This is an optimization exercise on Yosys and OpenROAD, whose aim is small area and a short achievable clock period, not a production implementation.
The RTL was checked by simulation tests, not by an equivalence proof against the original design.
Power is estimated from default activity; no workload was simulated.

==> module result_fifo_reader, before the edit <==
module result_fifo_reader #(
  parameter int RESULT_WIDTH = 32,
  parameter int DEPTH_LOG2   = 6,
  parameter int DROP_WIDTH   = 16
) (
  input  logic                    clock,
  input  logic                    resetn,
  input  logic [RESULT_WIDTH-1:0] result_data,
  input  logic                    result_wr_req,
  input  logic                    clear,
  output logic [RESULT_WIDTH-1:0] bus_rd_data,
  output logic                    bus_rd_valid,
  input  logic                    bus_rd_ready,
  output logic [DEPTH_LOG2:0]     fill_count,
  output logic                    full,
  output logic                    overflow,
  output logic [DROP_WIDTH-1:0]   drop_count
);
  localparam int                     DEPTH     = 1 << DEPTH_LOG2;
  localparam logic [DEPTH_LOG2:0]    CNT_ONE   = {{DEPTH_LOG2{1'b0}}, 1'b1};
  localparam logic [DROP_WIDTH-1:0]  DROP_ONE  = {{(DROP_WIDTH-1){1'b0}}, 1'b1};
  logic [RESULT_WIDTH-1:0] row_q [DEPTH];    
  logic [RESULT_WIDTH-1:0] head_d, head_q;   
  logic [DEPTH-1:0]        used_q, used_d;   
  logic [DEPTH_LOG2:0]     count_q, count_d, count_nq;   
  logic                    valid_q, valid_d;
  logic                    full_q, full_d, full_nq;      
  logic                    ovf_q, ovf_d, ovf_nq;         
  logic [DROP_WIDTH-1:0]   drop_q, drop_d, drop_nq;      
  logic                    wr_req_q;
  logic push, pop, accept, discard, grow, shrink, head_zero;
  logic                    empty_q;          
  assign push    = result_wr_req & ~wr_req_q;
  assign pop     = ~empty_q & bus_rd_ready;
  assign accept  = push & (full_nq | pop);
  assign discard = push & ~full_nq & ~pop;
  assign grow    = accept & ~pop;
  assign shrink  = pop & ~accept;
  logic [DEPTH_LOG2:0]   count_up, count_dn;
  logic [DROP_WIDTH-1:0] drop_up;
  logic                  sel_up, sel_dn, sel_keep;
  result_fifo_step #(.W(DEPTH_LOG2 + 1)) u_count_step (
    .q(~count_nq), .up(count_up), .dn(count_dn)
  );
  result_fifo_sat_inc #(.W(DROP_WIDTH)) u_drop_inc (.q(~drop_nq), .up(drop_up));
  assign sel_up   = ~clear & grow;
  assign sel_dn   = ~clear & shrink;
  assign sel_keep = ~(clear | grow | shrink);
  always_comb begin
    count_d = ({(DEPTH_LOG2+1){sel_up}}   & count_up)
            | ({(DEPTH_LOG2+1){sel_dn}}   & count_dn)
            | ({(DEPTH_LOG2+1){sel_keep}} & ~count_nq);
    used_d  = used_q;
    ovf_d   = ~ovf_nq;
    drop_d  = ~drop_nq;
    if (clear) begin
      used_d  = '0;
      ovf_d   = 1'b0;
      drop_d  = '0;
    end else begin
      if (grow)    used_d = {used_q[DEPTH-2:0], 1'b1};
      if (shrink)  used_d = {1'b0, used_q[DEPTH-1:1]};
      if (discard) begin
        ovf_d  = 1'b1;
        drop_d = drop_up;
      end
    end
  end
  assign valid_d = ~clear & (used_q[1] | (~empty_q & ~bus_rd_ready) | push);
  assign full_d  = ~clear & (~full_nq ? ~shrink : (used_q[DEPTH-2] & grow));
  logic [RESULT_WIDTH-1:0] stay_n [DEPTH+1];
  logic                    pop_n;
  logic [DEPTH-1:0]        used_n;
  assign pop_n  = ~pop;
  assign used_n = ~used_q;
  for (genvar j = 0; j < DEPTH; j++) begin : g_stay
    result_fifo_stay #(.W(RESULT_WIDTH)) u_stay (
      .q(row_q[j]), .d(result_data), .used(used_q[j]), .used_n(used_n[j]),
      .stay_n(stay_n[j])
    );
  end
  assign stay_n[DEPTH] = ~result_data;
  logic [RESULT_WIDTH-1:0] row_d [DEPTH];
  for (genvar i = 0; i < DEPTH; i++) begin : g_pick
    result_fifo_pick #(.W(RESULT_WIDTH)) u_pick (
      .here_n(stay_n[i]), .above_n(stay_n[i+1]), .pop(pop), .pop_n(pop_n),
      .next(row_d[i])
    );
  end
  always_ff @(posedge clock) begin
    for (int i = 0; i < DEPTH; i++) row_q[i] <= (i == 0) ? head_d : row_d[i];
  end
  assign head_zero = ~valid_d;
  always_comb begin
    if (head_zero)  head_d = '0;
    else            head_d = row_d[0];
  end
  always_ff @(posedge clock or negedge resetn) begin
    if (!resetn) begin
      head_q   <= '0;
      used_q   <= '0;
      count_q  <= '0;
      count_nq <= '1;
      valid_q  <= 1'b0;
      empty_q  <= 1'b1;
      full_q   <= 1'b0;
      full_nq  <= 1'b1;
      ovf_q    <= 1'b0;
      ovf_nq   <= 1'b1;
      drop_q   <= '0;
      drop_nq  <= '1;
      wr_req_q <= 1'b1;
    end else begin
      head_q   <= head_d;
      used_q   <= used_d;
      count_q  <= count_d;
      count_nq <= ~count_d;
      valid_q  <= valid_d;
      empty_q  <= ~valid_d;
      full_q   <= full_d;
      full_nq  <= ~full_d;
      ovf_q    <= ovf_d;
      ovf_nq   <= ~ovf_d;
      drop_q   <= drop_d;
      drop_nq  <= ~drop_d;
      wr_req_q <= result_wr_req;
    end
  end
  assign bus_rd_valid = valid_q;
  assign bus_rd_data  = head_q;
  assign fill_count   = count_q;
  assign full         = full_q;
  assign overflow     = ovf_q;
  assign drop_count   = drop_q;
endmodule
Settings: LEC_CHECK=0, ABC_CLOCK_PERIOD_IN_PS=2500, CAP_MARGIN=20, CORE_MARGIN=2, CORE_UTILIZATION=65, CTS_BUF_LIST=sky130_fd_sc_hd__clkbuf_8, CTS_CLUSTER_DIAMETER=50, CTS_CLUSTER_SIZE=16, SETUP_SLACK_MARGIN=3.15, SLEW_MARGIN=20, SYNTH_HIERARCHICAL=1; clock period 5.5 ns.
standard.sh (not shown) runs the stock make flow with config.mk's settings and CLKGATE_MAP_FILE= SYNTH_SCRIPT=/design/flow/synth_recipe.tcl, a recipe that flattens the netlist after the stock synthesis.
==> flow/flow/run.sh <==
#!/bin/bash
# The standard layout (the standard.sh, standard synthesis included), with one
# change: the port buffers that buffer_ports inserts are buf_4 cells instead of the
# slow delay cell it picks by itself, so the resizer starts from a fast buffer.
set -euo pipefail
export BUFFER_PORTS_ARGS="-buffer_cell sky130_fd_sc_hd__buf_4"
bash standard.sh > standard.log 2>&1
Then changed:
--- a/flow/design.v
+++ b/flow/design.v
@@ -20,39 +20,39 @@
   localparam logic [DEPTH_LOG2:0]    CNT_ONE   = {{DEPTH_LOG2{1'b0}}, 1'b1};
   localparam logic [DROP_WIDTH-1:0]  DROP_ONE  = {{(DROP_WIDTH-1){1'b0}}, 1'b1};
   logic [RESULT_WIDTH-1:0] row_q [DEPTH];    
-  logic [RESULT_WIDTH-1:0] head_d, head_q;   
+  logic [RESULT_WIDTH-1:0] head_d;
   logic [DEPTH-1:0]        used_q, used_d;   
-  logic [DEPTH_LOG2:0]     count_q, count_d, count_nq;   
+  logic [DEPTH_LOG2:0]     count_q, count_d;
   logic                    valid_q, valid_d;
-  logic                    full_q, full_d, full_nq;      
-  logic                    ovf_q, ovf_d, ovf_nq;         
-  logic [DROP_WIDTH-1:0]   drop_q, drop_d, drop_nq;      
+  logic                    full_q, full_d;
+  logic                    ovf_q, ovf_d;
+  logic [DROP_WIDTH-1:0]   drop_q, drop_d;
   logic                    wr_req_q;
   logic push, pop, accept, discard, grow, shrink, head_zero;
   logic                    empty_q;          
   assign push    = result_wr_req & ~wr_req_q;
   assign pop     = ~empty_q & bus_rd_ready;
-  assign accept  = push & (full_nq | pop);
-  assign discard = push & ~full_nq & ~pop;
+  assign accept  = push & (~full_q | pop);
+  assign discard = push & full_q & ~pop;
   assign grow    = accept & ~pop;
   assign shrink  = pop & ~accept;
   logic [DEPTH_LOG2:0]   count_up, count_dn;
   logic [DROP_WIDTH-1:0] drop_up;
   logic                  sel_up, sel_dn, sel_keep;
   result_fifo_step #(.W(DEPTH_LOG2 + 1)) u_count_step (
-    .q(~count_nq), .up(count_up), .dn(count_dn)
+    .q(count_q), .up(count_up), .dn(count_dn)
   );
-  result_fifo_sat_inc #(.W(DROP_WIDTH)) u_drop_inc (.q(~drop_nq), .up(drop_up));
+  result_fifo_sat_inc #(.W(DROP_WIDTH)) u_drop_inc (.q(drop_q), .up(drop_up));
   assign sel_up   = ~clear & grow;
   assign sel_dn   = ~clear & shrink;
   assign sel_keep = ~(clear | grow | shrink);
   always_comb begin
     count_d = ({(DEPTH_LOG2+1){sel_up}}   & count_up)
             | ({(DEPTH_LOG2+1){sel_dn}}   & count_dn)
-            | ({(DEPTH_LOG2+1){sel_keep}} & ~count_nq);
+            | ({(DEPTH_LOG2+1){sel_keep}} & count_q);
     used_d  = used_q;
-    ovf_d   = ~ovf_nq;
-    drop_d  = ~drop_nq;
+    ovf_d   = ovf_q;
+    drop_d  = drop_q;
     if (clear) begin
       used_d  = '0;
       ovf_d   = 1'b0;
@@ -67,7 +67,7 @@
     end
   end
   assign valid_d = ~clear & (used_q[1] | (~empty_q & ~bus_rd_ready) | push);
-  assign full_d  = ~clear & (~full_nq ? ~shrink : (used_q[DEPTH-2] & grow));
+  assign full_d  = ~clear & (full_q ? ~shrink : (used_q[DEPTH-2] & grow));
   logic [RESULT_WIDTH-1:0] stay_n [DEPTH+1];
   logic                    pop_n;
   logic [DEPTH-1:0]        used_n;
@@ -88,7 +88,7 @@
     );
   end
   always_ff @(posedge clock) begin
-    for (int i = 0; i < DEPTH; i++) row_q[i] <= (i == 0) ? head_d : row_d[i];
+    for (int i = 1; i < DEPTH; i++) row_q[i] <= row_d[i];
   end
   assign head_zero = ~valid_d;
   always_comb begin
@@ -97,37 +97,29 @@
   end
   always_ff @(posedge clock or negedge resetn) begin
     if (!resetn) begin
-      head_q   <= '0;
+      row_q[0] <= '0;
       used_q   <= '0;
       count_q  <= '0;
-      count_nq <= '1;
       valid_q  <= 1'b0;
       empty_q  <= 1'b1;
       full_q   <= 1'b0;
-      full_nq  <= 1'b1;
       ovf_q    <= 1'b0;
-      ovf_nq   <= 1'b1;
       drop_q   <= '0;
-      drop_nq  <= '1;
       wr_req_q <= 1'b1;
     end else begin
-      head_q   <= head_d;
+      row_q[0] <= head_d;
       used_q   <= used_d;
       count_q  <= count_d;
-      count_nq <= ~count_d;
       valid_q  <= valid_d;
       empty_q  <= ~valid_d;
       full_q   <= full_d;
-      full_nq  <= ~full_d;
       ovf_q    <= ovf_d;
-      ovf_nq   <= ~ovf_d;
       drop_q   <= drop_d;
-      drop_nq  <= ~drop_d;
       wr_req_q <= result_wr_req;
     end
   end
   assign bus_rd_valid = valid_q;
-  assign bus_rd_data  = head_q;
+  assign bus_rd_data  = row_q[0];
   assign fill_count   = count_q;
   assign full         = full_q;
   assign overflow     = ovf_q;
Global-route usage came out lower by 0.69 points.
Sequential power came out lower by about 8%.
Utilization came out lower by 0.15 points.
Design area came out lower by 1.9%.
Wire length came out lower by 4.9%.
Die area came out lower by 2.0%.
Via count came out lower by 3.2%.

## what the ideal ports hide
Ports are ideal in the flow. The routed layouts listed here were re-timed in OpenROAD. Step 1, drivers: a clkbuf_16 drives clock and a buf_2 each remaining input, both assumed. Step 2 times the ports against the registers' clock, not the clock port: input delays grow and output delays shrink by t, the midpoint of the rising clock arrivals with the driver on. a / b / c = ideal ports / drivers / drivers and shift; a / b = the first two.
run | t (ns) | setup WS [ns] | worst setup path after step 2
the first run | 1.026 | 2.898 / 2.819 / 2.553 | input to register
the second run | 0.992 | 2.829 / 2.753 / 2.438 | input to register
After both steps setup and hold are still met in every run listed. For the second run, which loses most, drivers alone change the setup slack by -0.076 ns; drivers and shift together by -0.391 ns.
